From an optimization exercise on the open Yosys and OpenROAD flow, aimed at small area, a short achievable clock period and few clock cycles per item; shortcuts taken in it are not production practice. The RTL was checked by simulation tests, not by an equivalence proof against the original design.

## run.sh

```bash
#!/bin/bash
# synth_recipe.tcl (not shown) runs the flow's synth.tcl, then flattens the netlist and writes it again
# the make line also repeats each setting of config.mk as NAME=value (left out here)
make -C /OpenROAD-flow-scripts/flow DESIGN_CONFIG=/design/flow/config.mk WORK_HOME=/design/flow/orfs CLKGATE_MAP_FILE= SYNTH_SCRIPT=/design/flow/synth_recipe.tcl finish
```

## constraint.sdc

```tcl
create_clock -name core_clock -period 8.0 [get_ports {clock}]
set_input_delay 1.6000 -clock core_clock [delete_from_list [all_inputs] [get_ports {clock}]]
set_output_delay 1.6000 -clock core_clock [all_outputs]
set_load 0.01 [all_outputs]
```

## config.mk

```make
export PLATFORM = sky130hd
export DESIGN_NAME = lookahead_peak_limiter
export DESIGN_NICKNAME = lookahead_peak_limiter
export VERILOG_FILES = /design/flow/design.v
export SDC_FILE = /design/flow/constraint.sdc
export NUM_CORES = 4
export LEC_CHECK = 0
export ABC_AREA = 1
export CAP_MARGIN = 20
export CORE_MARGIN = 2
export CORE_UTILIZATION = 40
export CTS_CLUSTER_DIAMETER = 100
export CTS_CLUSTER_SIZE = 20
export SLEW_MARGIN = 20
```

## design.v

```verilog
package lpl_pkg;
   localparam int SAMPLE_W   = 16;
   localparam int GAIN_W     = 17;
   localparam int COEFF_W    = 16;
   localparam int CSR_IDX_W  = 3;
   localparam int CSR_DATA_W = 17;
   localparam logic [GAIN_W-1:0] GAIN_UNITY      = 17'd65536;
   localparam logic [GAIN_W-1:0] GAIN_NEAR_UNITY = 17'd65471;
   localparam logic [CSR_IDX_W-1:0] CSR_ENABLE    = 3'd0;
   localparam logic [CSR_IDX_W-1:0] CSR_THRESHOLD = 3'd1;
   localparam logic [CSR_IDX_W-1:0] CSR_ATTACK    = 3'd2;
   localparam logic [CSR_IDX_W-1:0] CSR_RELEASE   = 3'd3;
   localparam logic                  RST_ENABLE    = 1'b1;
   localparam logic [GAIN_W-1:0]     RST_THRESHOLD = 17'd65536;
   localparam logic [COEFF_W-1:0]    RST_ATTACK    = 16'd58982;
   localparam logic [COEFF_W-1:0]    RST_RELEASE   = 16'd65529;
endpackage
module lpl_ram #(
   parameter int WIDTH = 16,
   parameter int DEPTH = 64
) (
   input  logic             clock,
   input  logic             wr_en,
   input  logic [WIDTH-1:0] wr_data,
   output logic [WIDTH-1:0] rd_data
);
   logic [DEPTH-1:0][WIDTH-1:0] ring_ff;
   always_ff @(posedge clock) begin
      ring_ff <= {(wr_en ? wr_data : ring_ff[0]), ring_ff[DEPTH-1:1]};
   end
   assign rd_data = ring_ff[0];
endmodule
module lookahead_peak_limiter #(
   parameter int LOOKAHEAD_DEPTH = 64,
   parameter logic [15:0] DIV_CUT = 16'b0010_0100_1001_0010
) (
   input  logic                                  clock,
   input  logic                                  reset,
   input  logic                                  req_valid,
   output logic                                  req_ready,
   input  logic [lpl_pkg::SAMPLE_W:0]            req_data,
   output logic                                  rsp_valid,
   input  logic                                  rsp_ready,
   output logic [lpl_pkg::SAMPLE_W:0]            rsp_data,
   input  logic                                  csr_valid,
   output logic                                  csr_ready,
   input  logic [lpl_pkg::CSR_IDX_W-1:0]         csr_index,
   input  logic [lpl_pkg::CSR_DATA_W-1:0]        csr_wdata
);
   localparam int PTR_W = $clog2(LOOKAHEAD_DEPTH);
   localparam int SIDE_W = 21;    
   logic                                enable_ff;
   logic [lpl_pkg::GAIN_W-1:0]          thr_ff;
   logic [lpl_pkg::COEFF_W-1:0]         attack_ff;
   logic [lpl_pkg::COEFF_W-1:0]         release_ff;
   logic [lpl_pkg::GAIN_W-1:0]          gain_ff;
   logic                                seen_ff;
   logic [PTR_W:0]                      fill_ff;     
   logic [PTR_W-1:0]                    phase_ff;    
   logic                                sc_valid_ff, sc_bypass_ff, sc_active_ff;
   logic [7:0]                          sc_one_ff, sc_two_ff, sc_neg_ff;
   logic                                rsp_valid_ff;
   logic [lpl_pkg::SAMPLE_W:0]          rsp_data_ff;
   logic                                adv;
   logic                                csr_write;
   assign csr_ready = 1'b1;
   assign csr_write = csr_valid;
   assign rsp_valid = rsp_valid_ff;
   assign rsp_data  = rsp_data_ff;
   assign req_ready = adv;
   logic [16:0][15:0]       rem;
   logic [16:0][15:0]       quo;
   logic [16:0][SIDE_W-1:0] side;
   logic [15:0][14:0]       rem_out;
   logic [15:0] x_in, x_mag;
   assign x_in  = req_data[16:1];
   assign x_mag = x_in[15] ? 16'(-x_in) : x_in;
   assign rem[0]  = thr_ff[15:0];
   assign quo[0]  = '0;
   assign side[0] = {req_valid, !enable_ff, req_data[0], x_in[15],
                     ({x_mag, 1'b0} > thr_ff), x_mag};
   for (genvar j = 0; j < 16; j++) begin : g_div
      logic [15:0] mag_j;
      logic        ge_j;
      logic [15:0] diff_j;
      assign mag_j   = side[j][15:0];
      assign ge_j    = (rem[j] >= mag_j);
      assign diff_j  = rem[j] - mag_j;
      assign rem_out[j] = ge_j ? diff_j[14:0] : rem[j][14:0];
      if (DIV_CUT[j]) begin : g_cut
         logic [14:0]       rem_ff;
         logic [15:0]       quo_ff;
         logic [SIDE_W-1:0] side_ff;
         always_ff @(posedge clock) begin
            if (adv) begin
               rem_ff  <= rem_out[j];
               quo_ff  <= (j == 15 && !side[j][16]) ? '0 : {quo[j][14:0], ge_j};
               side_ff <= side[j];
            end
            if (reset) begin
               side_ff[SIDE_W-1] <= 1'b0;
            end else if (adv) begin
               side_ff[SIDE_W-1] <= side[j][SIDE_W-1];
            end
         end
         assign rem[j+1]  = {rem_ff, 1'b0};
         assign quo[j+1]  = quo_ff;
         assign side[j+1] = side_ff;
      end else begin : g_comb
         assign rem[j+1]  = {rem_out[j], 1'b0};
         assign quo[j+1]  = {quo[j][14:0], ge_j};
         assign side[j+1] = side[j];
      end
   end
   logic                         pre_valid, pre_bypass, pre_active;
   logic [lpl_pkg::GAIN_W-1:0]   pre_target;
   logic [SIDE_W-1:0]            sm_side_ff;
   logic [lpl_pkg::GAIN_W-1:0]   sm_target_ff;
   logic signed [lpl_pkg::GAIN_W:0] sm_gap_ff;
   logic                         sm_falling_ff;
   logic [8:0]                   sm_one_ff, sm_two_ff, sm_neg_ff;
   logic                         sm_valid, sm_bypass, sm_last, sm_sign, sm_limited, sm_active;
   logic [15:0]                  sm_mag;
   logic [lpl_pkg::GAIN_W-1:0]   glide, gain_new;
   logic                         near_unity, snap;
   logic [15:0]                  sm_x;
   logic                         ring_ok, ring_wr;
   logic [15:0]                  ring_rd;
   logic                         filled;
   assign {pre_valid, pre_bypass} = side[16][SIDE_W-1:SIDE_W-2];
   assign pre_active = pre_valid && !pre_bypass;
   assign pre_target = side[16][16] ? {1'b0, quo[16]} : lpl_pkg::GAIN_UNITY;
   assign {sm_valid, sm_bypass, sm_last, sm_sign, sm_limited, sm_mag} = sm_side_ff;
   assign sm_active = sm_valid && !sm_bypass;
   assign sm_x = sm_sign ? 16'(-sm_mag) : sm_mag;
   function automatic logic [26:0] booth_ctl(input logic [15:0] c);
      logic [18:0] cx;
      logic [8:0]  one, two, neg;
      logic        b0, b1, b2;
      cx = {2'b00, c, 1'b0};
      for (int i = 0; i < 9; i++) begin
         b2 = cx[2*i+2];
         b1 = cx[2*i+1];
         b0 = cx[2*i];
         one[i] = b1 ^ b0;
         two[i] = (b2 & !b1 & !b0) | (!b2 & b1 & b0);
         neg[i] = b2 & !(b1 & b0);
      end
      booth_ctl = {one, two, neg};
   endfunction
   function automatic logic [67:0] csa(input logic [33:0] x, input logic [33:0] y,
                                       input logic [33:0] z);
      csa = {x ^ y ^ z, ((x & y) | (x & z) | (y & z)) << 1};
   endfunction
   localparam logic [33:0] GAP_SIGN_FIX = 34'(-(
      (36'd1 << 18) + (36'd1 << 20) + (36'd1 << 22) + (36'd1 << 24) + (36'd1 << 26) +
      (36'd1 << 28) + (36'd1 << 30) + (36'd1 << 32) + (36'd1 << 34)));
   logic [18:0]      gap_x;
   logic [8:0][33:0] gap_row;
   logic [33:0]      gap_extra, gap_base;
   logic [33:0]      sum_s, sum_c;
   assign gap_x = {sm_gap_ff[lpl_pkg::GAIN_W], sm_gap_ff};
   for (genvar i = 0; i < 9; i++) begin : g_gap_pp
      logic [18:0] sel, row;
      assign sel = sm_one_ff[i] ? gap_x : (sm_two_ff[i] ? {gap_x[17:0], 1'b0} : '0);
      assign row = sel ^ {19{sm_neg_ff[i]}};
      assign gap_row[i] = 34'({!row[18], row[17:0]}) << (2*i);
   end
   always_comb begin
      gap_extra = GAP_SIGN_FIX;
      for (int i = 0; i < 9; i++) begin
         gap_extra[2*i] = sm_neg_ff[i];
      end
   end
   assign gap_base = 34'({sm_target_ff, {16{!sm_falling_ff}}});
   logic [67:0] l1a, l1b, l1c, l2a, l2b, l3a, l3b, l4a, l5a;
   assign l1a = csa(gap_row[0], gap_row[1], gap_row[2]);
   assign l1b = csa(gap_row[3], gap_row[4], gap_row[5]);
   assign l1c = csa(gap_row[6], gap_row[7], gap_row[8]);
   assign l2a = csa(l1a[67:34], l1a[33:0], l1b[67:34]);
   assign l2b = csa(l1b[33:0], l1c[67:34], l1c[33:0]);
   assign l3a = csa(l2a[67:34], l2a[33:0], l2b[67:34]);
   assign l3b = csa(l2b[33:0], gap_base, gap_extra);
   assign l4a = csa(l3a[67:34], l3a[33:0], l3b[67:34]);
   assign l5a = csa(l4a[67:34], l4a[33:0], l3b[33:0]);
   assign sum_s = l5a[67:34];
   assign sum_c = l5a[33:0];
   localparam logic [33:0] NEAR_NEG = 34'(-(36'(lpl_pkg::GAIN_NEAR_UNITY) << 16));
   logic [33:0] sum_v, next_v, next_m1, near_v;
   logic [33:0] t_inv;
   logic [67:0] next_cs, m1_cs, near_cs;
   assign t_inv   = {~{1'b0, pre_target}, 16'b0};
   assign next_cs = csa(sum_s, sum_c, t_inv | 34'hFFFF);
   assign m1_cs   = csa(sum_s, sum_c, t_inv);
   assign near_cs = csa(sum_s, sum_c, NEAR_NEG);
   assign sum_v      = sum_s + sum_c;
   assign glide      = sum_v[32:16];
   assign near_v     = near_cs[67:34] + near_cs[33:0];
   assign near_unity = !near_v[33];
   assign snap       = !sm_falling_ff && near_unity;
   assign gain_new   = snap ? lpl_pkg::GAIN_UNITY : glide;
   logic signed [lpl_pkg::GAIN_W:0] gap_loop, gap_snap, gap_idle, gap_next;
   logic                            fall_loop, fall_snap, fall_idle, fall_next;
   assign next_v    = next_cs[67:34] + {next_cs[33:1], 1'b1};
   assign next_m1   = m1_cs[67:34] + m1_cs[33:0];
   assign gap_loop  = next_v[33:16];
   assign fall_loop = !next_m1[33];
   assign gap_snap  = $signed({2'b01, 16'b0}) - $signed({1'b0, pre_target});
   assign fall_snap = !pre_target[16];
   assign gap_idle  = $signed({1'b0, gain_ff}) - $signed({1'b0, pre_target});
   assign fall_idle = (pre_target < gain_ff);
   assign gap_next  = !sm_active ? gap_idle : (snap ? gap_snap : gap_loop);
   assign fall_next = !sm_active ? fall_idle : (snap ? fall_snap : fall_loop);
   logic [26:0] ctl_attack, ctl_release, ctl_next;
   assign ctl_attack  = booth_ctl(attack_ff);
   assign ctl_release = booth_ctl(release_ff);
   assign ctl_next    = fall_next ? ctl_attack : ctl_release;
   always_ff @(posedge clock) begin
      if (adv) begin
         sm_target_ff  <= pre_target;
         sm_side_ff[SIDE_W-2:0] <= side[16][SIDE_W-2:0];
         sm_gap_ff     <= gap_next;
         sm_falling_ff <= fall_next;
         {sm_one_ff, sm_two_ff, sm_neg_ff} <= ctl_next;
      end
      if (reset) begin
         sm_side_ff[SIDE_W-1] <= 1'b0;
      end else if (adv) begin
         sm_side_ff[SIDE_W-1] <= pre_valid;
      end
   end
   assign filled  = fill_ff[PTR_W];
   assign ring_ok = (fill_ff == '0) || (phase_ff == '0);
   assign ring_wr = adv && sm_valid && !sm_bypass;
   assign adv = (!rsp_valid_ff || rsp_ready) && !(sm_valid && !sm_bypass && !ring_ok);
   lpl_ram #(
      .WIDTH (lpl_pkg::SAMPLE_W),
      .DEPTH (LOOKAHEAD_DEPTH)
   ) u_delay (
      .clock   (clock),
      .wr_en   (ring_wr),
      .wr_data (sm_x),
      .rd_data (ring_rd)
   );
   always_ff @(posedge clock) begin
      if (reset) begin
         enable_ff  <= lpl_pkg::RST_ENABLE;
         thr_ff     <= lpl_pkg::RST_THRESHOLD;
         attack_ff  <= lpl_pkg::RST_ATTACK;
         release_ff <= lpl_pkg::RST_RELEASE;
         gain_ff    <= lpl_pkg::GAIN_UNITY;
         seen_ff    <= 1'b0;
         fill_ff    <= '0;
      end else begin
         if (ring_wr) begin
            gain_ff <= gain_new;
            seen_ff <= sm_last ? 1'b0 : (seen_ff || sm_limited);
            if (!filled) begin
               fill_ff <= fill_ff + 1'b1;
            end
         end
         if (csr_write) begin
            case (csr_index)
               lpl_pkg::CSR_ENABLE: begin
                  enable_ff <= csr_wdata[0];
                  if (!csr_wdata[0]) begin
                     gain_ff <= lpl_pkg::GAIN_UNITY;
                     seen_ff <= 1'b0;
                     fill_ff <= '0;
                  end
               end
               lpl_pkg::CSR_THRESHOLD: thr_ff     <= csr_wdata;
               lpl_pkg::CSR_ATTACK:    attack_ff  <= csr_wdata[lpl_pkg::COEFF_W-1:0];
               lpl_pkg::CSR_RELEASE:   release_ff <= csr_wdata[lpl_pkg::COEFF_W-1:0];
               default: begin
               end
            endcase
         end
      end
   end
   always_ff @(posedge clock) begin
      phase_ff <= ring_wr ? '0 : phase_ff + 1'b1;
   end
   logic signed [lpl_pkg::SAMPLE_W-1:0] old_sel;
   logic [16:0]                         old_x;
   logic [7:0]                          old_one, old_two, old_neg;
   assign old_sel = sm_bypass ? sm_x : (filled ? ring_rd : '0);
   assign old_x   = {old_sel, 1'b0};
   for (genvar i = 0; i < 8; i++) begin : g_old_ctl
      logic b0, b1, b2;
      assign b2         = old_x[2*i+2];
      assign b1         = old_x[2*i+1];
      assign b0         = old_x[2*i];
      assign old_one[i] = b1 ^ b0;
      assign old_two[i] = (b2 & !b1 & !b0) | (!b2 & b1 & b0);
      assign old_neg[i] = b2 & !(b1 & b0);
   end
   always_ff @(posedge clock) begin
      if (adv) begin
         sc_bypass_ff <= sm_bypass;
         sc_one_ff    <= old_one;
         sc_two_ff    <= old_two;
         sc_neg_ff    <= old_neg;
         sc_active_ff <= !sm_bypass && sm_last &&
                         (seen_ff || sm_limited || !near_unity);
      end
      if (reset) begin
         sc_valid_ff <= 1'b0;
      end else if (adv) begin
         sc_valid_ff <= sm_valid;
      end
   end
   localparam logic [31:0] SCALE_SIGN_FIX = 32'(-(
      (34'd1 << 18) + (34'd1 << 20) + (34'd1 << 22) + (34'd1 << 24) +
      (34'd1 << 26) + (34'd1 << 28) + (34'd1 << 30) + (34'd1 << 32)));
   logic [18:0]      gain_x;
   logic [7:0][18:0] scale_row;
   logic [31:0]      scale_prod;
   assign gain_x = sc_bypass_ff ? {2'b00, lpl_pkg::GAIN_UNITY} : {2'b00, gain_ff};
   for (genvar i = 0; i < 8; i++) begin : g_scale_pp
      logic [18:0] sel;
      assign sel          = sc_one_ff[i] ? gain_x : (sc_two_ff[i] ? {gain_x[17:0], 1'b0} : '0);
      assign scale_row[i] = sel ^ {19{sc_neg_ff[i]}};
   end
   always_comb begin
      scale_prod = SCALE_SIGN_FIX;
      for (int i = 0; i < 8; i++) begin
         scale_prod = scale_prod + (32'({!scale_row[i][18], scale_row[i][17:0]}) << (2*i)) +
                      (32'(sc_neg_ff[i]) << (2*i));
      end
   end
   always_ff @(posedge clock) begin
      if (adv) begin
         rsp_data_ff[16:1] <= scale_prod[31:16];
         rsp_data_ff[0]    <= sc_active_ff;
      end
      if (reset) begin
         rsp_valid_ff <= 1'b0;
      end else if (adv) begin
         rsp_valid_ff <= sc_valid_ff;
      end else if (rsp_ready) begin
         rsp_valid_ff <= 1'b0;
      end
   end
endmodule
```

==> results_dict.tcl, run 1 <==
set metrics [dict create \
    hold_class "reg -> reg" \
    post_drt_wl_per_cell_um 16.9 \
    overflow 0 \
    arrival_ns 8.10 \
    rows 154 \
    crit_type "reg -> reg" \
    vias_per_cell 4.97 \
    rsz0062_at_grt "no" \
    final_layout_size_suffix_gt1_share_pct 4.24 \
    synth.avg_cell_area_um2 9.50 \
    cpLargestDelayFamily "adder cells" \
    syn_nets 8350 \
    cts.clk_slew.worst_paths_ns 0.09 \
    cts_tree "built" \
    finalSetupTns_ns 0 \
    post_cts_resize_count 0 \
    tightestPinTransition_ns 0.956 \
    gp_congestion 0.976 \
    ioPinCount 62 \
    ys_seq_area_share_pct 45.8 \
    synthToLayoutAreaGrowth_pct 8.60 \
    critical-path-max-stage-delay_ns 0.61 \
    drc_errors 0 \
    yosysTopAreaCell "dfxtp_1" \
    grt_usage_pct 18.2 \
    yosysWarnings 2 \
    endpoint_kind "flop" \
    use_met3_pct 2.10 \
    htree_levels 3 \
    clk_path_buf_depth 3 \
    fin_nets 8412 \
    max-slew-margin-rel_pct 36.3 \
    dp_hpwl_mm 131 \
    drt-total-wl_mm 167 \
    fillers 16844 \
    cts.sinks 1452 \
    cp-start-kind "flop" \
    grt_use_met1_pct 26.2 \
    critPathMaxFanout 34 \
    finalSetupViolations 0 \
    grtUsageMet2_pct 29.2 \
    die-width_um 425 \
    fp.dieArea_um2 180000 \
    synth_cell_types 69 \
    placed_area_um2 74300 \
    num_vias 49197 \
    synthCells 7454 \
    cap_violations 0 \
    synth.area.top_cells "dfxtp_1 (31%), edfxtp_1 (14%), ha_1 (10%)" \
    final-max-slew-violation-count 0 \
    first_global_vias 47605 \
    portBuffers 60 \
    path_buf_inv 8 \
    synthMostInstantiatedCell "nand2_1" \
    outcome "finished clean" \
    fin_area_um2 76900 \
    core_um2 176000 \
    grt_max_degree 78 \
    synth_common_cells "nand2_1 (1,150), dfxtp_1 (1,113), inv_1 (1,051)" \
    syn_area_um2 70800 \
    synth-async-reset-ratio_pct 0 \
    slowest_stage "inv_1" \
    finalCritPeriodShare_pct 95.6 \
    grt_pass1_wl_mm 262 \
    cts_made_buffers 87 \
    cts-root-buf "clkbuf_16" \
    drt_pass1_iterations 7 \
    dieHeight_um 425 \
    hold_viol 0 \
    synth_top_area_share_pct 31.5 \
    max_freq_mhz 131 \
    holdBufCountCts 0 \
    min_period_ns 7.65 \
    antenna_found_initial 1 \
    synth-edff-count 339 \
    worstPathRequired_ns 8.45 \
    top_usage_layer "met2" \
    antenna_left 0 \
    ys_ff_latch 1452 \
    clock_latency_ns 0.74 \
    postCtsSetupRepairBufs 0 \
    first_iter_violations 3707 \
    synth_ff_type "dfxtp_1" \
    start_util_pct 40.2 \
    fin_skew_ns 0.0680 \
]
## final timing paths
check | start | end | slack, ns | cells past startpoint
max | sm_one_ff[7]$_DFFE_PP_ | sm_gap_ff[15]$_DFFE_PP_ | 0.35 | 27
min | u_delay.ring_ff[47]$_DFF_P_ | u_delay.ring_ff[31]$_DFF_P_ | 0.26 | 0
max reg2reg | sm_one_ff[7]$_DFFE_PP_ | sm_gap_ff[15]$_DFFE_PP_ | 0.35 | 27
min reg2reg | u_delay.ring_ff[47]$_DFF_P_ | u_delay.ring_ff[31]$_DFF_P_ | 0.26 | 0
## kinds of logic after synthesis
logic type               count (synthesis)  share of synthesized area, %
XOR/XNOR                               548                          6.82
adder cells (fa/ha/maj)                854                          18.1
flip-flops                            1452                          45.8
other                                    1                       0.00530
buffers and inverters                 1275                          6.90
AO/OA/AOI/OAI                         1401                          10.9
AND/OR/NAND/NOR                       1923                          11.4
## layout make-up
cell class,count,area (um2),area share [%]
Tap cell,2340,2930,3.81
Sequential cell,1452,32500,42.2
Timing Repair Buffer,168,1410,1.84
Multi-Input combinational cell,4727,33500,43.5
Clock inverter,17,253,0.329
Clock buffer,109,2310,3.01
Inverter,1080,4070,5.29
Antenna cell,1,2.50,0.00325
## routing by layer
| layer | wire length, um | part of all wire (%) | up-vias |
|---|---|---|---|
| li1 | - | - | 24415 |
| met1 | 80500 | 48 | 23333 |
| met2 | 75100 | 45 | 1233 |
| met3 | 7730 | 4.6 | 216 |
| met4 | 3400 | 2.0 | 0 |
| met5 | 0 | 0 | - |
## worst reg2reg max path: cells and delay by family (launching register included)
kind / cells / cell delay (ns)
DFF: 1 / 0.42
adders and majority gates: 7 / 3.27
AOI/OAI and AO/OA: 7 / 1.48
and+or+nand+nor: 4 / 0.48
buffers and inverters: 8 / 1.57
xor gates and xnor gates: 1 / 0.17
## placed cells by master (no fill, tap or decap), drive strengths merged, types with 129 or more instances in the layout
cell type,n
a21oi,395
dfxtp,1113
edfxtp,339
fa,288
ha,566
inv,1075
nand2,1161
nand3,295
nor2,299
o21ai,704
o22ai,129
xor2,427
## sequential cells by signal (all words and copies together), names as in the netlist, 17 cells and up
register and flops:
rsp_data_ff 17, gain_ff 17, u_delay.ring_ff 1024, sm_target_ff 17
g_div.g_cut.rem_ff 75, g_div.g_cut.quo_ff 40, sm_side_ff 21, thr_ff 17
sm_gap_ff 18, g_div.g_cut.side_ff 105
## per-stage QoR
stage | hold slack (ns) | utilization [%] | cells | worst slack, ns
after floorplan | 0.310 | - | 7454 | 0.912
after global placement | 0.310 | 42.2 | 9767 | 0.522
after detailed placement | 0.312 | 42.2 | 9767 | 0.479
after CTS | 0.254 | 43.7 | 9893 | 0.446
after global routing | 0.276 | 43.7 | 9893 | 0.0116
final | 0.259 | 43.7 | 9894 | 0.353
Testbench counts, summed over its fixed seeds: cycles 12,064, items 12,000.
==> run 2: changes to the inputs <==
--- a/config.mk
+++ b/config.mk
@@ -11,4 +11,5 @@
 export CORE_UTILIZATION = 40
 export CTS_CLUSTER_DIAMETER = 100
 export CTS_CLUSTER_SIZE = 20
+export SETUP_SLACK_MARGIN = 0.8
 export SLEW_MARGIN = 20
==> results_dict.tcl, run 2 <==
set metrics [dict create \
    outcome "finished clean" \
    first_iter_violations 3822 \
    top_usage_layer "met2" \
    endpoint_kind "flop" \
    tightestPinTransition_ns 0.959 \
    grtUsageMet2_pct 29.2 \
    portBuffers 60 \
    hold_class "reg -> reg" \
    worstPathRequired_ns 8.47 \
    synth-edff-count 339 \
    die-width_um 425 \
    clk_path_buf_depth 3 \
    layout_common_cells "nand2_1 (1,146), dfxtp_1 (1,113), inv_1 (1,027)" \
    gp_congestion 0.976 \
    synth.area.top_cells "dfxtp_1 (31%), edfxtp_1 (14%), ha_1 (10%)" \
    synth_top_area_share_pct 31.5 \
    rsz0062_at_grt "no" \
    post_drt_wl_per_cell_um 17.0 \
    synth_ff_type "dfxtp_1" \
    synth-async-reset-ratio_pct 0 \
    min_period_ns 6.95 \
    antenna_found_initial 1 \
    overflow 0 \
    largest_registers "u_delay.ring_ff x1024, g_div.g_cut.side_ff x105, g_div.g_cut.rem_ff x75" \
    syn_area_um2 70800 \
    max_freq_mhz 144 \
    ys_ff_latch 1452 \
    grt_usage_pct 18.3 \
    layout_setup_ws_ns 1.05 \
    antenna_left 0 \
    grt_pass1_wl_mm 263 \
    finalCritPeriodShare_pct 86.9 \
    slowest_stage "fa_1" \
    cts_made_buffers 87 \
    finalSetupViolations 0 \
    cts.sinks 1452 \
    largest_reg_flops 1024 \
    syn_nets 8350 \
    mostFrequentLayoutCell "nand2_1" \
    yosys.area_share.adder_pct 18.1 \
    synthCells 7454 \
    finalSetupTns_ns 0 \
    cap_violations 0 \
    synth_top_family_by_area "adder cells" \
    max-slew-margin-rel_pct 36.1 \
    clock_latency_ns 0.74 \
    synthMuxAreaShare_pct 0 \
    start_util_pct 40.2 \
    place_ws_ns 0.479 \
    num_vias 49626 \
    arrival_ns 7.42 \
    cpLargestDelayFamily "adder cells" \
    synth_xor_area_share_pct 6.82 \
    cts-root-buf "clkbuf_16" \
    ys_seq_area_share_pct 45.8 \
    critPathMaxFanout 7 \
    synth_compound_area_share_pct 10.9 \
    drc_errors 0 \
    cts_tree "built" \
    synth.avg_cell_area_um2 9.50 \
    grt_max_degree 78 \
    grt_use_met1_pct 26.3 \
    path_buf_inv 5 \
    cp-start-kind "flop" \
    hold_viol 0 \
    dp_hpwl_mm 131 \
    final_layout_size_suffix_gt1_share_pct 6.16 \
    diodes 0 \
    final-max-slew-violation-count 0 \
    ioPinCount 62 \
    synthToLayoutAreaGrowth_pct 10.2 \
    dieHeight_um 425 \
    cts.clk_slew.worst_paths_ns 0.09 \
    regMostFlops "u_delay.ring_ff" \
    synthMostInstantiatedCell "nand2_1" \
    synth-simple-area-share_pct 11.4 \
    use_met3_pct 2.15 \
    core_um2 176000 \
    fin_skew_ns 0.0666 \
    critical-path-max-stage-delay_ns 0.57 \
    fp.dieArea_um2 180000 \
    synth_common_cells "nand2_1 (1,150), dfxtp_1 (1,113), inv_1 (1,051)" \
    yosysWarnings 2 \
    drt-total-wl_mm 170 \
    crit_type "reg -> reg" \
    cpMostUsedCell "fa_1" \
    fin_nets 8508 \
    htree_levels 3 \
    drt_pass1_iterations 8 \
    synth_cell_types 69 \
    first_global_vias 47720 \
    rows 154 \
    yosysTopAreaCell "dfxtp_1" \
    vias_per_cell 4.97 \
]
[run 2: cell count changes in the layout (fill, tap and decap cells not counted), sizes merged]
cell and delta:
buf +78, clkbuf +2, clkinv +1, clkinvlp +30, diode -1, inv -18, nand3 +3
[run 2: layout make-up]
cell class / instances / area [um2]
fillers: 16791 / 97900
multi-input cells: 4730 / 33700
flip-flops and latches: 1452 / 32500
inverters: 1080 / 4160
well taps: 2340 / 2930
clock buffers: 109 / 2310
repair buffers: 248 / 2140
clock inverters: 17 / 253
repair inverters: 13 / 95.1
[run 2: timing repair]
action,in CTS,in global routing
gates resized for setup,16,100
hold buffers,0,0
pin swaps,1,13
gates cloned,5,13
buffers inserted,3,75
setup endpoints to repair,38,124
[run 2: worst paths after layout]
check	endpoint	slack [ns]	cells past startpoint	start
worst max-delay path	sm_neg_ff[3]$_DFFE_PP_	1.05	26	sm_two_ff[1]$_DFFE_PP_
worst min-delay path	u_delay.ring_ff[31]$_DFF_P_	0.26	0	u_delay.ring_ff[47]$_DFF_P_
worst max register to register	sm_neg_ff[3]$_DFFE_PP_	1.05	26	sm_two_ff[1]$_DFFE_PP_
worst min register to register	u_delay.ring_ff[31]$_DFF_P_	0.26	0	u_delay.ring_ff[47]$_DFF_P_
[run 2: kinds of logic after synthesis]
logic type,Yosys count
compound gates,1401
fa+ha+maj,854
buf+inv,1275
other cells,1
simple gates,1923
xor+xnor,548
flops,1452
[run 2: through the flow]
stage	area, um2	utilization (%)	hold WS, ns	cells
floorplan	70800	-	0.310	7454
global placement	74300	42.2	0.310	9767
detailed placement	74300	42.2	0.312	9767
CTS	77000	43.8	0.254	9901
global route	78000	44.3	0.276	9989
finish	78000	44.3	0.261	9989
[run 2: per-layer routing]
metal | share of wire [%] | vias up
li1 | - | 24622
met1 | 48 | 23511
met3 | 5.2 | 202
met2 | 45 | 1291
met4 | 2.1 | 0
met5 | 0 | -
==> run 3: changes to the inputs <==
--- a/design.v
+++ b/design.v
@@ -119,6 +119,7 @@
    logic signed [lpl_pkg::GAIN_W:0] sm_gap_ff;
    logic                         sm_falling_ff;
    logic [8:0]                   sm_one_ff, sm_two_ff, sm_neg_ff;
+   logic                         sm_carry_ff;    
    logic                         sm_valid, sm_bypass, sm_last, sm_sign, sm_limited, sm_active;
    logic [15:0]                  sm_mag;
    logic [lpl_pkg::GAIN_W-1:0]   glide, gain_new;
@@ -148,43 +149,51 @@
       end
       booth_ctl = {one, two, neg};
    endfunction
+   function automatic logic [16:0] inc17(input logic [16:0] x);
+      for (int i = 0; i < 17; i++) begin
+         inc17[i] = x[i] ^ ((x | ~(17'h1FFFF >> (17 - i))) == 17'h1FFFF);
+      end
+   endfunction
    function automatic logic [67:0] csa(input logic [33:0] x, input logic [33:0] y,
                                        input logic [33:0] z);
       csa = {x ^ y ^ z, ((x & y) | (x & z) | (y & z)) << 1};
    endfunction
-   localparam logic [33:0] GAP_SIGN_FIX = 34'(-(
-      (36'd1 << 18) + (36'd1 << 20) + (36'd1 << 22) + (36'd1 << 24) + (36'd1 << 26) +
-      (36'd1 << 28) + (36'd1 << 30) + (36'd1 << 32) + (36'd1 << 34)));
    logic [18:0]      gap_x;
-   logic [8:0][33:0] gap_row;
-   logic [33:0]      gap_extra, gap_base;
+   logic [7:0][33:0] gap_row;
+   logic [16:0]      round_w;
+   logic [16:0]      base_hi;
+   logic [33:0]      gap_base;
    logic [33:0]      sum_s, sum_c;
    assign gap_x = {sm_gap_ff[lpl_pkg::GAIN_W], sm_gap_ff};
-   for (genvar i = 0; i < 9; i++) begin : g_gap_pp
+   for (genvar i = 0; i < 8; i++) begin : g_gap_pp
       logic [18:0] sel, row;
       assign sel = sm_one_ff[i] ? gap_x : (sm_two_ff[i] ? {gap_x[17:0], 1'b0} : '0);
       assign row = sel ^ {19{sm_neg_ff[i]}};
-      assign gap_row[i] = 34'({!row[18], row[17:0]}) << (2*i);
-   end
-   always_comb begin
-      gap_extra = GAP_SIGN_FIX;
-      for (int i = 0; i < 9; i++) begin
-         gap_extra[2*i] = sm_neg_ff[i];
+      if (i == 0) begin : g_first
+         assign gap_row[i] = {13'b1_0101_0101_0101, !row[18], row[18], row[18], row[17:0]};
+      end else begin : g_next
+         assign gap_row[i] = (34'({!row[18], row[17:0]}) << (2*i)) |
+                             (34'(sm_neg_ff[i-1]) << (2*i-2));
       end
    end
-   assign gap_base = 34'({sm_target_ff, {16{!sm_falling_ff}}});
-   logic [67:0] l1a, l1b, l1c, l2a, l2b, l3a, l3b, l4a, l5a;
+   logic [16:0] gain_inc, target_inc;
+   assign round_w    = {!sm_falling_ff && sm_neg_ff[7], !sm_falling_ff && !sm_neg_ff[7],
+                        !(sm_falling_ff ^ sm_neg_ff[7]), {14{!sm_falling_ff}}};
+   assign gain_inc   = inc17(gain_ff);
+   assign target_inc = inc17(sm_target_ff);
+   assign base_hi    = sm_one_ff[8] ? (sm_carry_ff ? gain_inc : gain_ff) :
+                                      (sm_carry_ff ? target_inc : sm_target_ff);
+   assign gap_base   = {1'b0, base_hi, round_w[15:0]};
+   logic [67:0] l1a, l1b, l1c, l2a, l2b, l3a, l4a;
    assign l1a = csa(gap_row[0], gap_row[1], gap_row[2]);
    assign l1b = csa(gap_row[3], gap_row[4], gap_row[5]);
-   assign l1c = csa(gap_row[6], gap_row[7], gap_row[8]);
+   assign l1c = csa(gap_row[6], gap_row[7], gap_base);
    assign l2a = csa(l1a[67:34], l1a[33:0], l1b[67:34]);
    assign l2b = csa(l1b[33:0], l1c[67:34], l1c[33:0]);
    assign l3a = csa(l2a[67:34], l2a[33:0], l2b[67:34]);
-   assign l3b = csa(l2b[33:0], gap_base, gap_extra);
-   assign l4a = csa(l3a[67:34], l3a[33:0], l3b[67:34]);
-   assign l5a = csa(l4a[67:34], l4a[33:0], l3b[33:0]);
-   assign sum_s = l5a[67:34];
-   assign sum_c = l5a[33:0];
+   assign l4a = csa(l3a[67:34], l3a[33:0], l2b[33:0]);
+   assign sum_s = l4a[67:34];
+   assign sum_c = l4a[33:0];
    localparam logic [33:0] NEAR_NEG = 34'(-(36'(lpl_pkg::GAIN_NEAR_UNITY) << 16));
    logic [33:0] sum_v, next_v, next_m1, near_v;
    logic [33:0] t_inv;
@@ -199,18 +208,16 @@
    assign near_unity = !near_v[33];
    assign snap       = !sm_falling_ff && near_unity;
    assign gain_new   = snap ? lpl_pkg::GAIN_UNITY : glide;
-   logic signed [lpl_pkg::GAIN_W:0] gap_loop, gap_snap, gap_idle, gap_next;
-   logic                            fall_loop, fall_snap, fall_idle, fall_next;
+   logic signed [lpl_pkg::GAIN_W:0] gap_loop, gap_snap, gap_next;
+   logic                            fall_loop, fall_snap, fall_next;
    assign next_v    = next_cs[67:34] + {next_cs[33:1], 1'b1};
    assign next_m1   = m1_cs[67:34] + m1_cs[33:0];
    assign gap_loop  = next_v[33:16];
    assign fall_loop = !next_m1[33];
    assign gap_snap  = $signed({2'b01, 16'b0}) - $signed({1'b0, pre_target});
    assign fall_snap = !pre_target[16];
-   assign gap_idle  = $signed({1'b0, gain_ff}) - $signed({1'b0, pre_target});
-   assign fall_idle = (pre_target < gain_ff);
-   assign gap_next  = !sm_active ? gap_idle : (snap ? gap_snap : gap_loop);
-   assign fall_next = !sm_active ? fall_idle : (snap ? fall_snap : fall_loop);
+   assign gap_next  = snap ? gap_snap : gap_loop;
+   assign fall_next = snap ? fall_snap : fall_loop;
    logic [26:0] ctl_attack, ctl_release, ctl_next;
    assign ctl_attack  = booth_ctl(attack_ff);
    assign ctl_release = booth_ctl(release_ff);
@@ -220,8 +227,9 @@
          sm_target_ff  <= pre_target;
          sm_side_ff[SIDE_W-2:0] <= side[16][SIDE_W-2:0];
          sm_gap_ff     <= gap_next;
-         sm_falling_ff <= fall_next;
-         {sm_one_ff, sm_two_ff, sm_neg_ff} <= ctl_next;
+         sm_falling_ff <= !pre_active || fall_next;
+         {sm_one_ff, sm_two_ff, sm_neg_ff} <= pre_active ? ctl_next : (27'd1 << 26);
+         sm_carry_ff   <= pre_active && !fall_next && ctl_next[7];
       end
       if (reset) begin
          sm_side_ff[SIDE_W-1] <= 1'b0;
--- a/config.mk
+++ b/config.mk
@@ -11,5 +11,5 @@
 export CORE_UTILIZATION = 40
 export CTS_CLUSTER_DIAMETER = 100
 export CTS_CLUSTER_SIZE = 20
-export SETUP_SLACK_MARGIN = 0.8
+export SETUP_SLACK_MARGIN = 1.2
 export SLEW_MARGIN = 20
==> results_dict.tcl, run 3 <==
set metrics [dict create \
    yosys.area_share.adder_pct 17.0 \
    antenna_found_initial 3 \
    cap_violations 0 \
    synth_ff_type "dfxtp_1" \
    yosysTopAreaCell "dfxtp_1" \
    synth_top_area_share_pct 31.6 \
    drt_pass1_iterations 6 \
    place_ws_ns 0.367 \
    synth-simple-area-share_pct 11.8 \
    cp-start-kind "flop" \
    antenna_left 0 \
    synth.avg_cell_area_um2 9.48 \
    vias_per_cell 4.96 \
    gp_congestion 0.955 \
    synthMuxAreaShare_pct 0.0142 \
    r2r_setup_slack_ns 1.43 \
    cpLargestDelayFamily "adder cells" \
    hold_viol 0 \
    syn_nets 8270 \
    core_um2 176000 \
    synth.area.top_cells "dfxtp_1 (32%), edfxtp_1 (14%), ha_1 (9.2%)" \
    synth_compound_area_share_pct 11.4 \
    dp_hpwl_mm 128 \
    portBuffers 60 \
    critical-path-max-stage-delay_ns 0.65 \
    worstPathRequired_ns 8.47 \
    synth_top_family_by_area "adder cells" \
    final_cell_count_no_fill 9958 \
    fin_nets 8413 \
    fp.dieArea_um2 180000 \
    grt_pass1_wl_mm 266 \
    place_inst 9730 \
    critPathMaxFanout 13 \
    start_util_pct 40.2 \
    wl_met1_mm 81.0 \
    mostFrequentLayoutCell "nand2_1" \
    min_period_ns 6.57 \
    post_drt_wl_per_cell_um 16.9 \
    synth_common_cells "nand2_1 (1,169), dfxtp_1 (1,113), inv_1 (1,032)" \
    timing.rr.start "sm_two_ff[1]$_SDFFCE_PN0P_" \
    regMostFlops "u_delay.ring_ff" \
    ys_seq_area_share_pct 46.1 \
    cts-root-buf "clkbuf_16" \
    max-slew-margin-rel_pct 29.2 \
    outcome "finished clean" \
    yosysWarnings 2 \
    htree_levels 3 \
    slowest_stage "fa_1" \
    grt_max_degree 120 \
    cts.clk_slew.worst_paths_ns 0.09 \
    hold_class "reg -> reg" \
    max_freq_mhz 152 \
    ys_ff_latch 1453 \
    drt-total-wl_mm 169 \
    die-width_um 424 \
    layout_setup_ws_ns 1.43 \
    synth_cell_types 73 \
    wl_met3_mm 9.76 \
    rows 154 \
    first_global_vias 48103 \
    crit_type "reg -> reg" \
    synthToLayoutAreaGrowth_pct 10.2 \
    arrival_ns 7.04 \
    synth-async-reset-ratio_pct 0 \
    fin_skew_ns 0.0394 \
    endpoint_kind "flop" \
    clock_latency_ns 0.73 \
    final_layout_size_suffix_gt1_share_pct 7.27 \
    hp-start "u_delay.ring_ff[845]$_DFF_P_" \
    synth-edff-count 340 \
    cp-startpoint "sm_two_ff[1]$_SDFFCE_PN0P_" \
    cts.sinks 1453 \
    largest_reg_flops 1024 \
    diodes 0 \
    finalSetupViolations 0 \
    dieHeight_um 424 \
    path_buf_inv 10 \
    syn_area_um2 70500 \
    overflow 0 \
    grt_usage_pct 18.5 \
    first_iter_violations 3753 \
    synthMostInstantiatedCell "nand2_1" \
    clk_path_buf_depth 3 \
    tightestPinTransition_ns 1.06 \
    drc_errors 0 \
    highest_layer "met4" \
    fillers 16728 \
    num_vias 49369 \
    synthCells 7434 \
    met2_wirelength_mm 73.5 \
    largest_registers "u_delay.ring_ff x1024, g_div.g_cut.side_ff x105, g_div.g_cut.rem_ff x75" \
    ioPinCount 62 \
    synth_xor_area_share_pct 6.68 \
    finalCritPeriodShare_pct 82.2 \
    layout_common_cells "nand2_1 (1,162), dfxtp_1 (1,111), inv_1 (1,008)" \
    rsz0062_at_grt "no" \
    finalSetupTns_ns 0 \
    cts_made_buffers 90 \
    cts_tree "built" \
    final-max-slew-violation-count 0 \
]
## run 3: changes by cell type in the layout (fill, tap and decap cells not counted), sizes merged, moves of 11 or more
cell / before / now
nor4: 23 / 11
nor2: 299 / 344
a21boi: 13 / 31
inv: 1057 / 1046
ha: 566 / 518
nor3: 42 / 65
buf: 186 / 153
nand2: 1161 / 1182
fa: 288 / 276
nand3: 298 / 260
xor2: 427 / 408
## run 3: routing by layer
metal  track usage, %  vias up
li1                 -    24556
met1             26.7    23310
met2             28.9     1272
met3             2.52      231
met4             5.08        0
met5                0        -
## run 3: timing repair
item                                    in CTS  in global routing
cloned                                       6                  8
endpoints found under the setup margin      43                126
hold buffers                                 0                  0
gates resized for setup                     17                138
pin swaps                                    0                 25
buffers inserted                             7                 74
## run 3: cell families (layout without fill, tap and decap cells)
logic type,count (synthesis),in the layout
simple gates,1981,1982
mux,1,1
flops,1453,1453
fa+ha+maj,794,794
other cells,1,1
buf+inv,1244,1427
xor+xnor,538,538
compound gates,1422,1422
## run 3: layout make-up
cell class	count	area [um2]	area share, %
Clock buffer	111	2350	3.03
Clock inverter	22	348	0.448
Inverter	1068	4120	5.31
Multi-Input combinational cell	4738	33500	43.1
Sequential cell	1453	32500	41.8
Tap cell	2340	2930	3.77
Timing Repair Buffer	213	1830	2.36
Timing Repair inverter	13	92.6	0.119
## run 3: final timing paths
kind / endpoint / cells past startpoint
worst max-delay path: sm_neg_ff[6]$_SDFFCE_PN0P_ / 30
worst min-delay path: u_delay.ring_ff[829]$_DFF_P_ / 0
worst min register to register: u_delay.ring_ff[829]$_DFF_P_ / 0
worst max register to register: sm_neg_ff[6]$_SDFFCE_PN0P_ / 30
## run 3: through the flow
stage	instance area [um2]	util (%)	hold slack, ns
2_1_floorplan	70500	-	0.310
3_3_place_gp	73700	42.0	0.310
3_5_place_dp	73700	42.0	0.312
4_1_cts	76600	43.6	0.300
5_1_grt	77700	44.3	0.322
6_report	77700	44.3	0.305
Testbench counts of run 3, summed over its fixed seeds: cycles 12,064, items 12,000.
==> run 4: changes to the inputs <==
--- a/config.mk
+++ b/config.mk
@@ -11,5 +11,5 @@
 export CORE_UTILIZATION = 40
 export CTS_CLUSTER_DIAMETER = 100
 export CTS_CLUSTER_SIZE = 20
-export SETUP_SLACK_MARGIN = 1.2
+export SETUP_SLACK_MARGIN = 1.8
 export SLEW_MARGIN = 20
==> results_dict.tcl, run 4 <==
set metrics [dict create \
    outcome "finished clean" \
    grt_usage_pct 19.0 \
    clock_latency_ns 0.73 \
    ys_ff_latch 1453 \
    die-width_um 424 \
    cts_tree "built" \
    endpoint_kind "flop" \
    largest_registers "u_delay.ring_ff x1024, g_div.g_cut.side_ff x105, g_div.g_cut.rem_ff x75" \
    diodes 0 \
    cts.clk_slew.worst_paths_ns 0.09 \
    min_to "u_delay.ring_ff[829]$_DFF_P_" \
    min_period_ns 6.44 \
    dieHeight_um 424 \
    synth_common_cells "nand2_1 (1,169), dfxtp_1 (1,113), inv_1 (1,032)" \
    slowest_stage "fa_2" \
    cp-start-kind "flop" \
    num_vias 50290 \
    path_buf_inv 10 \
    drc_errors 0 \
    mostFrequentLayoutCell "dfxtp_1" \
    cap_violations 0 \
    post_drt_wl_per_cell_um 17.2 \
    first_iter_violations 3751 \
    overflow 0 \
    finalCritPeriodShare_pct 80.5 \
    portBuffers 60 \
    fin_nets 8519 \
    vias_per_cell 5.00 \
    finalSetupTns_ns 0 \
    worstPathRequired_ns 8.47 \
    final-max-slew-violation-count 0 \
    syn_nets 8270 \
    rows 154 \
    grt_use_met1_pct 27.1 \
    grtUsageMet2_pct 29.9 \
    ioPinCount 62 \
    core_um2 176000 \
    hold_viol 0 \
    yosysWarnings 2 \
    layout_setup_ws_ns 1.56 \
    antenna_found_initial 2 \
    largest_reg_flops 1024 \
    synth_ff_type "dfxtp_1" \
    ys_seq_area_share_pct 46.1 \
    hp-start "u_delay.ring_ff[845]$_DFF_P_" \
    arrival_ns 6.91 \
    synth.avg_cell_area_um2 9.48 \
    synth-async-reset-ratio_pct 0 \
    fin_skew_ns 0.0430 \
    whs_path_depth 0 \
    use_met3_pct 2.91 \
    yosysTopAreaCell "dfxtp_1" \
    finalSetupViolations 0 \
    cts.sinks 1453 \
    clk_path_buf_depth 3 \
    grt_pass1_wl_mm 273 \
    synthToLayoutAreaGrowth_pct 13.9 \
    synthMostInstantiatedCell "nand2_1" \
    fp.dieArea_um2 180000 \
    rsz0062_at_grt "yes" \
    drt-total-wl_mm 173 \
    critPathMaxFanout 12 \
    r2r-end "sm_neg_ff[6]$_SDFFCE_PN0P_" \
    cts-root-buf "clkbuf_16" \
    synth_top_area_share_pct 31.6 \
    synth-edff-count 340 \
    start_util_pct 40.2 \
    final_layout_size_suffix_gt1_share_pct 11.7 \
    synthCells 7434 \
    r2r_setup_slack_ns 1.56 \
    syn_area_um2 70500 \
    critical-path-max-stage-delay_ns 0.57 \
    grt_max_degree 120 \
    gp_congestion 0.955 \
    cpLargestDelayFamily "adder cells" \
    synth_cell_types 73 \
    hold_class "reg -> reg" \
    regMostFlops "u_delay.ring_ff" \
    antenna_left 0 \
    tightestPinTransition_ns 1.13 \
    top_usage_layer "met2" \
    crit_type "reg -> reg" \
    reg2regPathDepth 30 \
    fillers 16446 \
    drt_pass1_iterations 8 \
    cts_made_buffers 90 \
    dp_hpwl_mm 128 \
    max-slew-margin-rel_pct 24.4 \
    synth.area.top_cells "dfxtp_1 (32%), edfxtp_1 (14%), ha_1 (9.2%)" \
    htree_levels 3 \
    first_global_vias 49261 \
    layout_common_cells "dfxtp_1 (1,111), nand2_1 (1,090), inv_1 (985)" \
    max_freq_mhz 155 \
    timing.rr.start "sm_two_ff[4]$_SDFFCE_PN0P_" \
    place_ws_ns 0.367 \
]
[run 4: cell counts after synthesis]
Identical to the previous run, type by type.
[run 4: worst max path at each step]
stage,from,end,slack (ns),cells past startpoint
final,sm_two_ff[4]$_SDFFCE_PN0P_,sm_neg_ff[6]$_SDFFCE_PN0P_,1.56,30
after CTS,sm_target_ff[1]$_DFFE_PP_,sm_gap_ff[2]$_DFFE_PP_,1.62,28
after global routing,sm_two_ff[1]$_SDFFCE_PN0P_,sm_neg_ff[6]$_SDFFCE_PN0P_,1.33,31
after detailed placement,req_data[1],g_div[1].g_cut.rem_ff[11]$_DFFE_PP_,0.37,32
after global placement,req_data[1],g_div[1].g_cut.rem_ff[14]$_DFFE_PP_,0.46,34
after floorplan,req_data[1],g_div[1].g_cut.rem_ff[11]$_DFFE_PP_,1.98,29
[run 4: kinds of logic (layout without fill, tap and decap cells)]
kind of cell	after synthesis	count (layout)	synth area share, %
compound gates	1422	1422	11.4
buf+inv	1244	1532	6.91
simple gates	1981	1983	11.8
fa+ha+maj	794	794	17.0
xor+xnor	538	538	6.68
other cells	1	1	0.00532
flops	1453	1453	46.1
mux	1	1	0.0142
[run 4: worst reg2reg max path, delay by kind of cell, from the launching register on]
family                     cells  cell delay (ns)
adders and majority gates      6             2.84
xor gates and xnor gates       1             0.18
buffers and inverters         10             1.16
DFF                            1             0.53
AOI/OAI and AO/OA              6             0.79
and+or+nand+nor                7             0.67
[run 4: layout make-up]
| cell class | count | area [um2] | share of cell area [%] |
|---|---|---|---|
| sequential | 1453 | 32500 | 40.5 |
| clock inverter | 22 | 348 | 0.433 |
| timing repair inverter | 15 | 108 | 0.134 |
| clock buffer | 111 | 2350 | 2.93 |
| multi-input combinational | 4739 | 34900 | 43.4 |
| timing repair buffer | 316 | 2980 | 3.71 |
| tap | 2340 | 2930 | 3.65 |
| inverter | 1068 | 4200 | 5.23 |
[run 4: repair_timing]
action / CTS / global route
hold buffers: 0 / 0
gates cloned: 23 / 0
gates resized for setup: 275 / 318
pin swaps: 53 / 90
setup buffers: 122 / 56
endpoints found under the setup margin: 133 / 149
[run 4: per-stage QoR]
step                instance area (um2)  utilization (%)  hold WS [ns]  cells
floorplan                         70500                -         0.310   7434
global placement                  73700             42.0         0.310   9730
detailed placement                73700             42.0         0.312   9730
CTS                               78700             44.8         0.300  10008
global route                      80300             45.7         0.322  10064
finish                            80300             45.7         0.304  10064
[run 4: metal layers]
metal / share of wire (%) / up-vias
met5: 0 / -
met4: 2.8 / 0
met3: 6.1 / 275
met2: 44 / 1400
met1: 47 / 23845
li1: - / 24770
==> run 5: changes to the inputs <==
--- a/design.v
+++ b/design.v
@@ -32,7 +32,7 @@
 endmodule
 module lookahead_peak_limiter #(
    parameter int LOOKAHEAD_DEPTH = 64,
-   parameter logic [15:0] DIV_CUT = 16'b0010_0100_1001_0010
+   parameter logic [15:0] DIV_CUT = 16'b0010_1010_1010_1010
 ) (
    input  logic                                  clock,
    input  logic                                  reset,
--- a/config.mk
+++ b/config.mk
@@ -11,5 +11,5 @@
 export CORE_UTILIZATION = 40
 export CTS_CLUSTER_DIAMETER = 100
 export CTS_CLUSTER_SIZE = 20
-export SETUP_SLACK_MARGIN = 1.8
+export SETUP_SLACK_MARGIN = 1.6
 export SLEW_MARGIN = 20
==> results_dict.tcl, run 5 <==
set metrics [dict create \
    hold_class "reg -> reg" \
    fillers 17203 \
    critical-path-max-stage-delay_ns 0.55 \
    arrival_ns 6.76 \
    htree_levels 3 \
    synth.avg_cell_area_um2 9.73 \
    drc_errors 0 \
    layout_common_cells "nand2_1 (1,134), dfxtp_1 (1,112), inv_1 (1,019)" \
    synth_common_cells "nand2_1 (1,156), dfxtp_1 (1,115), inv_1 (1,057)" \
    antenna_left 0 \
    final_cell_count_no_fill 10084 \
    timing.rr.start "sm_two_ff[6]$_SDFFCE_PN0P_" \
    grt_pass1_wl_mm 274 \
    hp-start "u_delay.ring_ff[344]$_DFF_P_" \
    outcome "finished clean" \
    dieHeight_um 431 \
    fp.dieArea_um2 186000 \
    ys_seq_area_share_pct 48.1 \
    rows 156 \
    hold_viol 0 \
    ioPinCount 62 \
    cts.clk_slew.worst_paths_ns 0.09 \
    synth-edff-count 426 \
    finalCritPeriodShare_pct 78.6 \
    grt_usage_pct 18.6 \
    yosysWarnings 2 \
    whs_ns 0.289 \
    syn_area_um2 73000 \
    slowest_stage "fa_1" \
    yosysTopAreaCell "dfxtp_1" \
    placed_area_um2 76300 \
    synth-async-reset-ratio_pct 0 \
    start_util_pct 40.3 \
    synth.area.top_cells "dfxtp_1 (31%), edfxtp_1 (18%), ha_1 (8.9%)" \
    worstPathRequired_ns 8.46 \
    synthMostInstantiatedCell "nand2_1" \
    core_um2 181000 \
    cp-startpoint "sm_two_ff[6]$_SDFFCE_PN0P_" \
    gp_congestion 0.952 \
    cts.sinks 1541 \
    max_freq_mhz 159 \
    vias_per_cell 4.96 \
    critPathMaxFanout 17 \
    cts-root-buf "clkbuf_16" \
    regMostFlops "u_delay.ring_ff" \
    cts_made_buffers 91 \
    max-slew-margin-rel_pct 32.8 \
    cp-start-kind "flop" \
    die-width_um 431 \
    tightestPinTransition_ns 1.01 \
    fin_nets 8506 \
    finalSetupTns_ns 0 \
    portBuffers 60 \
    rsz0062_at_grt "yes" \
    final_layout_size_suffix_gt1_share_pct 8.18 \
    largest_reg_flops 1024 \
    endpoint_kind "flop" \
    clock_latency_ns 0.76 \
    dp_hpwl_mm 132 \
    synthToLayoutAreaGrowth_pct 11.0 \
    finalSetupViolations 0 \
    num_vias 50061 \
    mostFrequentLayoutCell "nand2_1" \
    clk_path_buf_depth 3 \
    drt-total-wl_mm 175 \
    cts_tree "built" \
    final-max-slew-violation-count 0 \
    place_inst 9829 \
    cap_violations 0 \
    fin_area_um2 81100 \
    synth_ff_type "dfxtp_1" \
    ys_ff_latch 1541 \
    holdBufCountCts 0 \
    grt_max_degree 179 \
    crit_type "reg -> reg" \
    fin_skew_ns 0.0921 \
    post-route-util_pct 44.8 \
    overflow 0 \
    synth_cell_types 74 \
    drt_pass1_iterations 10 \
    synthCells 7504 \
    min_period_ns 6.29 \
    post_drt_wl_per_cell_um 17.4 \
    largest_registers "u_delay.ring_ff x1024, g_div.g_cut.side_ff x147, g_div.g_cut.rem_ff x105" \
    antenna_found_initial 1 \
    first_iter_violations 3588 \
    synth_top_area_share_pct 30.6 \
    first_global_vias 48917 \
    syn_nets 8344 \
]
==> run 5: changes by cell type after synthesis, moves of 12 or more <==
cell,before,now
xor2_1,408,427
nand2_2,12,26
nand3_1,252,235
o21ai_2,66,30
edfxtp_1,340,426
inv_1,1032,1057
a21oi_1,392,371
o21ai_0,620,608
o21ai_1,28,67
nand2_1,1169,1156
==> run 5: path summary, 6_finish.rpt <==
check / end / slack, ns / cells past startpoint
hold / removal: u_delay.ring_ff[328]$_DFF_P_ / 0.29 / 0
setup reg to reg: sm_gap_ff[14]$_DFFE_PP_ / 1.71 / 30
setup / recovery: sm_gap_ff[14]$_DFFE_PP_ / 1.71 / 30
hold reg to reg: u_delay.ring_ff[328]$_DFF_P_ / 0.29 / 0
==> run 5: logic make-up (layout without fill, tap and decap cells) <==
group,after synthesis,count (layout),synth area share [%]
compound gates,1392,1392,10.7
xor+xnor,546,546,6.55
fa+ha+maj,798,798,16.5
buf+inv,1266,1472,6.79
flops,1541,1541,48.1
other cells,1,2,0.00513
simple gates,1960,1963,11.4
==> run 5: repair_timing <==
action                                  CTS  global route
gates cloned                             12             7
endpoints found under the hold margin     0             0
pin swaps                                 6            46
gates resized for setup                  59           238
setup buffers                            63            32
endpoints found under the setup margin   79            87
==> run 5: per-stage QoR <==
| step | setup WS (ns) |
|---|---|
| global placement | 0.296 |
| global route | 1.43 |
| detailed placement | 0.354 |
| floorplan | 2.14 |
| finish | 1.71 |
| CTS | 1.60 |
==> run 5: layer usage <==
layer | vias to the layer above | GRT usage (%) | wire length (um)
li1 | 24786 | - | -
met4 | 0 | 5.47 | 4850
met2 | 1303 | 29.8 | 78800
met3 | 278 | 3.07 | 10100
met5 | - | 0 | 0
met1 | 23694 | 26.0 | 81600
==> run 5: cell type report <==
cell class | count | area (um2) | share of cell area [%]
flip-flops and latches | 1541 | 35100 | 43.3
multi-input cells | 4700 | 33800 | 41.6
inverters | 1094 | 4260 | 5.25
well taps | 2370 | 2970 | 3.66
clock buffers | 123 | 2450 | 3.02
repair buffers | 225 | 2170 | 2.67
clock inverters | 17 | 312 | 0.384
repair inverters | 13 | 91.3 | 0.113
diodes | 1 | 2.50 | 0.00308
==> run 5: critical path: cells and delay by family, from the launching register on <==
| kind | cells | cell delay [ns] |
|---|---|---|
| compound gates | 4 | 0.40 |
| xor+xnor | 1 | 0.18 |
| fa+ha+maj | 6 | 2.64 |
| buf+inv | 11 | 1.23 |
| flops | 1 | 0.54 |
| simple gates | 8 | 0.97 |
Testbench counts of run 5, summed over its fixed seeds: cycles 12,080, items 12,000.
==> run 6: changes to the inputs <==
--- a/design.v
+++ b/design.v
@@ -32,7 +32,7 @@
 endmodule
 module lookahead_peak_limiter #(
    parameter int LOOKAHEAD_DEPTH = 64,
-   parameter logic [15:0] DIV_CUT = 16'b0010_1010_1010_1010
+   parameter logic [15:0] DIV_CUT = 16'b0010_0100_1001_0010
 ) (
    input  logic                                  clock,
    input  logic                                  reset,
--- a/config.mk
+++ b/config.mk
@@ -8,8 +8,9 @@
 export ABC_AREA = 1
 export CAP_MARGIN = 20
 export CORE_MARGIN = 2
-export CORE_UTILIZATION = 40
+export CORE_UTILIZATION = 50
 export CTS_CLUSTER_DIAMETER = 100
 export CTS_CLUSTER_SIZE = 20
-export SETUP_SLACK_MARGIN = 1.6
+export PLACE_DENSITY = 0.65
+export SETUP_SLACK_MARGIN = 1.4
 export SLEW_MARGIN = 20
==> results_dict.tcl, run 6 <==
set metrics [dict create \
    outcome "finished clean" \
    ys_ff_latch 1453 \
    ys_seq_area_share_pct 46.1 \
    antenna_left 0 \
    synth_ff_type "dfxtp_1" \
    max_freq_mhz 154 \
    arrival_ns 6.95 \
    grt_max_degree 94 \
    cts-root-buf "clkbuf_16" \
    first_iter_violations 3842 \
    hold_viol 0 \
    min_period_ns 6.51 \
    core_um2 140000 \
    holdBufCountCts 0 \
    dp_hpwl_mm 124 \
    cts.sinks 1453 \
    regMostFlops "u_delay.ring_ff" \
    path_buf_inv 6 \
    vias_per_cell 5.21 \
    cpLargestDelayFamily "adder cells" \
    synth-async-reset-ratio_pct 0 \
    largest_registers "u_delay.ring_ff x1024, g_div.g_cut.side_ff x105, g_div.g_cut.rem_ff x75" \
    syn_nets 8270 \
    start_util_pct 50.5 \
    synth.avg_cell_area_um2 9.48 \
    fin_nets 8436 \
    clk_path_buf_depth 3 \
    slowest_stage "fa_1" \
    place_ws_ns 0.414 \
    layout_common_cells "nand2_1 (1,153), dfxtp_1 (1,111), inv_1 (1,000)" \
    largest_reg_flops 1024 \
    drt_pass1_iterations 7 \
    syn_area_um2 70500 \
    drt-total-wl_mm 165 \
    final_cell_count_no_fill 9515 \
    worstPathRequired_ns 8.45 \
    finalSetupViolations 0 \
    overflow 0 \
    dieHeight_um 379 \
    fp.dieArea_um2 144000 \
    final_layout_size_suffix_gt1_share_pct 8.30 \
    clock_latency_ns 0.72 \
    post_drt_wl_per_cell_um 17.3 \
    tightestPinTransition_ns 1.04 \
    ioPinCount 62 \
    rows 137 \
    critPathMaxFanout 8 \
    synthCells 7434 \
    placed_area_um2 73100 \
    layout_setup_ws_ns 1.49 \
    cts_tree "built" \
    num_vias 49583 \
    portBuffers 60 \
    die-width_um 379 \
    synthToLayoutAreaGrowth_pct 10.1 \
    endpoint_kind "flop" \
    synth.area.top_cells "dfxtp_1 (32%), edfxtp_1 (14%), ha_1 (9.2%)" \
    first_global_vias 48266 \
    final-max-slew-violation-count 0 \
    crit_type "reg -> reg" \
    gp_congestion 0.949 \
    drc_errors 0 \
    fin_skew_ns 0.0611 \
    cp-start-kind "flop" \
    mostFrequentLayoutCell "nand2_1" \
    yosysTopAreaCell "dfxtp_1" \
    cts_made_buffers 87 \
    htree_levels 3 \
    max-slew-margin-rel_pct 30.5 \
    cap_violations 0 \
    antenna_found_initial 5 \
    grt_pass1_wl_mm 262 \
    hold_class "reg -> reg" \
    synthMostInstantiatedCell "nand2_1" \
    fin_area_um2 77600 \
    place_inst 9264 \
    synth_cell_types 73 \
    grt_usage_pct 22.9 \
    critical-path-max-stage-delay_ns 0.61 \
    synth_top_area_share_pct 31.6 \
    cpMostUsedCell "fa_1" \
    finalCritPeriodShare_pct 81.3 \
    synth_common_cells "nand2_1 (1,169), dfxtp_1 (1,113), inv_1 (1,032)" \
    synth-edff-count 340 \
    rsz0062_at_grt "yes" \
    finalSetupTns_ns 0 \
    yosysWarnings 2 \
    cts.clk_slew.worst_paths_ns 0.08 \
]
## run 6: cell count changes in the layout (fill, tap and decap cells not counted), moves of 10 or more
cell      delta
xnor2_1     +11
inv_2       -11
o21ai_1     -39
inv_1       -19
o21ai_0     +16
nand3_2     -10
o21ai_2     +31
edfxtp_1    -86
nand2_1     +19
nand3_1     +26
a21oi_1     +25
buf_4       +31
nand2_2     -16
xor2_1      -21
## run 6: cell type report
cell class                 instances  area, um2
antenna                            1       2.50
clock buffer                     111       2330
clock inverter                    16        231
fill                           12347      62100
inverter                        1068       4150
multi-input combinational       4737      33800
sequential                      1453      32500
tap                             1876       2350
timing repair buffer             241       2120
timing repair inverter            12       82.6
## run 6: cells by family after synthesis
group / share of synthesized area (%)
and+or+nand+nor: 11.8
DFF: 46.1
xor gates and xnor gates: 6.68
other: 0.00532
muxes: 0.0142
buffers and inverters: 6.91
AOI/OAI and AO/OA: 11.4
adders and majority gates: 17.0
## run 6: timing repair
item | 4_1_cts | 5_1_grt
resized for setup | 49 | 207
pin swaps | 5 | 47
setup endpoints to repair | 92 | 142
cloned | 9 | 4
buffers inserted | 42 | 67
## run 6: worst paths after layout
check | start | endpoint | slack, ns | cells past startpoint
setup / recovery | sm_two_ff[4]$_SDFFCE_PN0P_ | sm_gap_ff[12]$_DFFE_PP_ | 1.49 | 25
hold / removal | u_delay.ring_ff[992]$_DFF_P_ | u_delay.ring_ff[976]$_DFF_P_ | 0.31 | 0
setup reg to reg | sm_two_ff[4]$_SDFFCE_PN0P_ | sm_gap_ff[12]$_DFFE_PP_ | 1.49 | 25
hold reg to reg | u_delay.ring_ff[992]$_DFF_P_ | u_delay.ring_ff[976]$_DFF_P_ | 0.31 | 0
## run 6: routing by layer
metal | global-route usage (%) | share of wire [%]
met4 | 6.57 | 2.6
met5 | 0 | 0.0079
met3 | 3.06 | 6.2
met1 | 33.3 | 47
met2 | 35.6 | 44
## run 6: metrics by stage
stage / hold slack [ns] / utilization, %
global route: 0.320 / 55.5
finish: 0.310 / 55.5
detailed placement: 0.312 / 52.3
floorplan: 0.310 / -
global placement: 0.310 / 52.3
CTS: 0.302 / 54.6
Testbench counts of run 6, summed over its fixed seeds: cycles 12,064, items 12,000.

==> re-timing with driven ports <==
The results above use ideal ports. As a check the final layouts listed here were re-extracted and re-timed, cells and wires unchanged. Step 1 assumes that a clkbuf_16 drives the clock port and a buf_2 every other input. Step 2 times the ports against the registers' clock, not the clock port: input delays grow and output delays shrink by t, the midpoint of the rising clock arrivals with the driver on. a / b / c = ideal ports / drivers / drivers and shift; a / b = the first two.
| run | shift t [ns] | slack for setup (ns) | hold slack, ns | worst slew at a driven data input, ns |
|---|---|---|---|---|
| run 1 | 0.789 | 0.353 / 0.353 / 0.353 | 0.259 / 0.259 / 0.259 | 0.07 |
| run 2 | 0.789 | 1.051 / 1.051 / 0.782 | 0.261 / 0.261 / 0.261 | 0.07 |
| run 3 | 0.787 | 1.427 / 1.427 / 0.852 | 0.305 / 0.305 / 0.305 | 0.06 |
| run 4 | 0.787 | 1.557 / 1.557 / 1.233 | 0.304 / 0.304 / 0.304 | 0.06 |
| run 5 | 0.794 | 1.708 / 1.708 / 1.131 | 0.289 / 0.289 / 0.289 | 0.10 |
| run 6 | 0.770 | 1.494 / 1.494 / 1.026 | 0.310 / 0.310 / 0.310 | 0.07 |
After both steps setup and hold are still met in every run listed. For run 5, which loses most, drivers alone change the setup slack by 0.000 ns; drivers and shift together by -0.577 ns.
